Background: an optimization exercise with open tools, aiming at small area. Do not read the settings as production practice. The RTL was checked by simulation tests, not by an equivalence proof against the original design.

## flow/design.v (module list and top-level ports; edited modules follow where they fit)
// module osc_phase_multi: 2186 lines
// module osc_fa: 4 lines
// module osc_ha: 4 lines
// module osc_xor2: 3 lines
// module osc_xnor2: 3 lines
// module osc_a21oi: 3 lines
// module osc_o21ai: 3 lines
// module osc_nand2: 3 lines
// module osc_nor2: 3 lines
// module osc_or2: 3 lines
// module osc_and2: 3 lines
module osc_phase_multi #(
  parameter int ACC_W = 24,
  parameter int OUT_W = 16
) (
  input  logic             clk,
  input  logic             rst_n,
  input  logic             sample_en,
  input  logic [ACC_W-1:0] inc_in,
  input  logic             inc_load,
  input  logic             sync,
  input  logic [OUT_W-1:0] duty,
  input  logic [OUT_W-1:0] amp,
  output logic             inc_pending,
  output logic [OUT_W-1:0] saw,
  output logic [OUT_W-1:0] tri_o,
  output logic [OUT_W-1:0] sqr,
  output logic             out_valid,
  output logic             wrap
);
  // ...
==> flow/flow/run.sh <==
#!/bin/bash
set -euo pipefail
export BUFFER_PORTS_ARGS="-buffer_cell sky130_fd_sc_hd__buf_1"
export CTS_ARGS="-sink_clustering_enable -repair_clock_nets -dont_use_dummy_load"
bash standard.sh > flow.log 2>&1
==> flow/standard.sh <==
#!/bin/bash
# synth_recipe.tcl (not shown) runs the flow's synth.tcl, then flattens the netlist and writes it again
# the make line also repeats each setting of config.mk as NAME=value (left out here)
make -C /OpenROAD-flow-scripts/flow DESIGN_CONFIG=/design/flow/config.mk WORK_HOME=/design/flow/orfs CLKGATE_MAP_FILE= SYNTH_SCRIPT=/design/flow/synth_recipe.tcl "${@:-finish}"
==> flow/config.mk <==
export PLATFORM = sky130hd
export DESIGN_NAME = osc_phase_multi
export DESIGN_NICKNAME = osc_phase_multi
export VERILOG_FILES = /design/flow/design.v
export SDC_FILE = /design/flow/constraint.sdc
export NUM_CORES = 4
export LEC_CHECK = 0
export CAP_MARGIN = 20
export CORE_MARGIN = 2
export CORE_UTILIZATION = 40
export SLEW_MARGIN = 20
export SYNTH_HIERARCHICAL = 1
export SYNTH_MINIMUM_KEEP_SIZE = 0
==> flow/constraint.sdc <==
create_clock -name core_clock -period 8.0 [get_ports {clk}]
set_input_delay 1.6000 -clock core_clock [delete_from_list [all_inputs] [get_ports {clk}]]
set_output_delay 1.6000 -clock core_clock [all_outputs]
set_load 0.01 [all_outputs]
==> results.txt, run 1 <==
Vias/cell = 5.07
Top class by area = multi-input combinational cells
register area = 2990 sq um
worst hold stages = 0
initial antenna violation count = 1
Routed Antenna Nets = 0
crit path setup slack, layout = 1.16 ns
CTS resizes = 0
status = finished clean
largest family of logic cells by synthesized area = adder cells
GR Util All Layers = 19.3%
# clk buffers = 17
Clock transition at path regs = 0.06 ns
Multi-input gate area = 9940 sq um
Layout Nets = 1696
unrepaired setup endpoints after global routing = false
Buffers, non-clock = 126
non-filler instance count after layout = 1861
Gate Count Post-Synth = 1307
DRT Pass-1 Iters = 5
Simple-Gate Fraction of Synth Area = 18.2%
DIE AREA = 34400 sq um
wire per inst = 16.6 microns
# hold bufs at CTS = 0
Seq cells = 130
CTS Buffer Depth = 2
Crit Path Class = primary input to flip-flop
r2r setup slk = 1.46 ns
fraction of area in registers = 20.6%
number of fill cells = 3110
Synth Area in Compound Gates = 6.30%
f_max = 146 MHz
most frequent cells in the layout = nand2_1, fa_1, buf_1
Die Y = 185 microns
==> run 2: changes to the inputs <==
==> flow/run.sh (new file) <==
#!/bin/bash
# synth_recipe.tcl (not shown) runs the flow's synth.tcl, then flattens the netlist and writes it again
# the make line also repeats each setting of config.mk as NAME=value (left out here)
make -C /OpenROAD-flow-scripts/flow DESIGN_CONFIG=/design/flow/config.mk WORK_HOME=/design/flow/orfs CLKGATE_MAP_FILE= SYNTH_SCRIPT=/design/flow/synth_recipe.tcl finish
removed: flow/flow/run.sh
removed: flow/standard.sh
==> results.txt, run 2 <==
Num CTS Buffers = 17 (unchanged)
Final Hold Viols = 0 (unchanged)
DRC errors left = 0 (unchanged)
Worst-Skew Late Latency = 0.45 ns (was 0.43 ns)
DIE AREA = 34400 sq um (unchanged)
Crit. End Element = flip-flop (unchanged)
Vias/cell = 5.04 (was 5.07)
Post-DP Area = 14700 sq um (was 14100 sq um)
GP Congestion = 0.817 (was 0.824)
CTS resizes = 0 (unchanged)
Via Count = 9454 (was 9442)
post-route cell area = 15300 sq um (was 14500 sq um)
core footprint = 32500 sq um (unchanged)
CTS tree = done (unchanged)
Synth Cell Area = 13200 sq um (unchanged)
HPWL Detailed = 23.1 mm (was 23.0 mm)
Final Skew = 0.0170 ns (was 0.0168 ns)
Port Buffers = 111 (unchanged)
f_max = 140 MHz (was 146 MHz)
drt total wl = 31.5 mm (was 30.9 mm)
Gate Count Post-Synth = 1307 (unchanged)
antenna fix cells = 0 (unchanged)
DRT Pass-1 Iters = 5 (unchanged)
Seq/Total Area, Yosys = 22.7% (unchanged)
Layout Nets = 1695 (was 1696)
synth top area cells = fa_1, dfrtp_1, nand2_1 (unchanged)
Setup-failing EPs final = 0 (unchanged)
Tightest Hold Check Type = flip-flop to flip-flop (unchanged)
Post-Place Setup Slack = 0.346 ns (was 0.589 ns)
Top Family by Delay on Critical Path = compound AO/OA/AOI/OAI gates (unchanged)
first-pass GRT wire length = 52.0 mm (was 51.9 mm)
wire per inst = 16.8 microns (was 16.6 microns)
status = finished clean (unchanged)
crit-path most repeated cell = a21oi_2 (unchanged)
GR Util All Layers = 19.6% (was 19.3%)
Yosys top cell area share = 29.8% (unchanged)
unrepaired setup endpoints after global routing = false (unchanged)
crit-path max FO = 25 (unchanged)
final max-slew violation count = 0 (unchanged)
placed cell count = 1843 (was 1844)
Mapped Nets = 1582 (unchanged)
Die Y = 185 microns (unchanged)
first-iteration detailed-routing DRC count = 438 (was 444)
YS warnings = 7 (unchanged)
share of cells above drive strength 1 = 12.2% (was 11.4%)
clock sinks = 130 (unchanged)
initial antenna violation count = 1 (unchanged)
synthesized flop and latch total = 130 (unchanged)
Crit path largest cell delay = 0.55 ns (was 0.41 ns)
worst path bufs/invs = 3 (was 2)
number of fill cells = 3044 (was 3110)
CTS Buffer Depth = 2 (unchanged)
largest registers = inc_act_q: 24 flops, inc_shd_q: 24 flops, phase_q: 24 flops (unchanged)
global route total overflow = 0 (unchanged)
Setup Buffers After CTS = 0 (unchanged)
post-layout min period = 7.16 ns (was 6.84 ns)
non-filler instance count after layout = 1875 (was 1861)
Yosys top cell by area = fa_1 (unchanged)
most common cell in the netlist = nand2_1 (unchanged)
Post-synth top cells = nand2_1, fa_1, xor2_1 (unchanged)
Slew @ Worst Pin = 1.06 ns (was 1.02 ns)
Setup crit start kind = primary input (unchanged)
Clock transition at path regs = 0.06 ns (about the same)
Async SR Flop Fraction = 59.2% (unchanged)
data required time of the worst path = 8.32 ns (was 8.30 ns)
Die X = 185 microns (unchanged)
most common cell after layout, fill and taps aside = nand2_1 (unchanged)
Routed Antenna Nets = 0 (unchanged)
Total Neg Setup Slack = 0 ns (unchanged)
# hold bufs at CTS = 0 (unchanged)
crit path setup slack, layout = 0.839 ns (was 1.16 ns)
Worst EP arrival = 7.48 ns (was 7.14 ns)
most frequent cells in the layout = nand2_1, fa_1, clkdlybuf4s50_1 (was nand2_1, fa_1, buf_1)
area grow syn2layout = 16.4% (was 10.1%)
relative slew slack = 29.3% (was 32.2%)
htree depth = 4 (unchanged)
Root Buffer = clkbuf_16 (unchanged)
num rows = 66 (unchanged)
largest net degree at the start of global routing = 78 (unchanged)
Boundary Pins = 112 (unchanged)
Post-synth EDFFs = 0 (unchanged)
Initial Utilization = 40.6% (unchanged)
Synth cell types = 40 (unchanged)
MaxCap Viol Count = 0 (unchanged)
vias in the first global route = 10100 (was 10200)
period utilization = 89.5% (was 85.5%)
syn avg cell area = 10.1 sq um (unchanged)
slowest cell on the critical path = clkdlybuf4s50_1 (was mux2_2)
Crit Path Class = primary input to flip-flop (unchanged)
Synth Flop Type = dfrtp_1 (unchanged)
[run 2: cell types whose count changed in the layout (fill, tap and decap cells not counted), moves of 2 or more]
| cell | delta |
|---|---|
| clkinvlp_4 | +2 |
| inv_6 | +3 |
| inv_8 | +2 |
| clkinv_4 | +2 |
| buf_1 | -110 |
| clkdlybuf4s50_1 | +109 |
| bufinv_16 | +2 |
[run 2: cell type report]
type / instances / area (sq um) / share of cell area (%)
inverters: 13 / 48.8 / 0.318
multi-input cells: 1133 / 9940 / 64.8
clock buffers: 19 / 443 / 2.89
flip-flops and latches: 130 / 2990 / 19.5
clock inverters: 13 / 150 / 0.980
repair buffers: 125 / 1210 / 7.89
well taps: 442 / 553 / 3.61
[run 2: worst paths after layout]
| path | start | endpoint | slack, ns | cells past startpoint |
|---|---|---|---|---|
| worst max-delay path | sample_en | inc_act_q[4] | 0.84 | 31 |
| worst min-delay path | v1_q | valid_q | 0.37 | 0 |
| worst max register to register | phase_q[8] | wh_n_q[15] | 1.39 | 26 |
| worst min register to register | v1_q | valid_q | 0.37 | 0 |
| max in group asynchronous | rst_n | phase_q[11] | 6.07 | 1 |
| min in group asynchronous | rst_n | phase_q[19] | 1.29 | 1 |
[run 2: modules after synthesis (local to each module, per instance), excerpt]
module	times used	cell area [sq um]	flops+latches	cells inside
osc_xnor2	93	8.76	0	1
osc_and2	19	6.26	0	1
osc_phase_multi	1	5160	130	418
osc_nand2	281	3.75	0	1
osc_xor2	74	8.76	0	1
osc_a21oi	58	8.76	0	1
osc_nor2	47	3.75	0	1
osc_o21ai	52	5.00	0	1
osc_ha	12	12.5	0	1
[run 2: worst reg2reg max path, cell delays in order (launching register included)]
cell and delay [ns]:
dfrtp_1 0.91, nand2_1 0.20, fa_1 0.59, fa_1 0.43, fa_1 0.48, xnor2_1 0.18
o21ai_1 0.23, a21oi_2 0.10, o21ai_1 0.24, a21oi_2 0.10, o21ai_1 0.24, a21oi_2 0.10
o21ai_1 0.24, a21oi_2 0.11, o21ai_1 0.24, a21oi_2 0.10, o21ai_1 0.26, a21oi_2 0.11
nor2b_1 0.21, nand4_1 0.17, nor2_1 0.20, and2_1 0.16, ha_1 0.17, o2111a_1 0.26
and3_1 0.23, nand3_1 0.10, xor2_1 0.15
[run 2: metal layers]
metal	wire length, microns	vias to the layer above	global-route usage (%)
li1	-	4431	-
met1	13900	4650	25.2
met2	14700	311	32.2
met3	2200	60	5.27
met4	624	2	5.81
met5	11	-	0
[run 2: per-stage QoR]
step | utilization [%] | hold WS [ns]
floorplan | - | 0.310
global placement | 45.4 | 0.335
detailed placement | 45.4 | 0.346
CTS | 47.2 | 0.372
global route | 47.2 | 0.396
finish | 47.2 | 0.368
[run 2: cells by family (layout without fill, tap and decap cells)]
| group | count (synthesis) | count (layout) | share of synthesized area [%] |
|---|---|---|---|
| compound gates | 118 | 118 | 6.30 |
| fa+ha+maj | 215 | 215 | 31.6 |
| flops | 130 | 130 | 22.7 |
| xor+xnor | 207 | 207 | 13.8 |
| simple gates | 528 | 528 | 18.2 |
| buf+inv | 44 | 170 | 1.85 |
| mux | 65 | 65 | 5.56 |

re-timing with driven ports:
The results above use ideal ports. As a check the final layouts listed here were re-extracted and re-timed, cells and wires unchanged.
Step 1, drivers: a clkbuf_16 drives clk and a buf_2 each remaining input, both assumed.
Step 2 moves the port delays by t, midway between the first and last clock arrival at a register: inputs arrive t later, outputs are due t later. That takes back most of the time a late clock gives input paths.
Slacks: no drivers / after step 1 / after step 2; pairs: no drivers / after step 1.
| run | t, ns | setup WS [ns] | worst setup path after step 2 | cell pins on the clock port's net |
|---|---|---|---|---|
| run 1 | 0.461 | 1.157 / 1.179 / 0.719 | input to register | 1 |
| run 2 | 0.486 | 0.839 / 0.852 / 0.366 | input to register | 1 |
After both steps setup and hold are still met in every run listed. The setup slack of run 2, which loses most, moves by +0.013 ns with the drivers and by -0.473 ns with both steps.
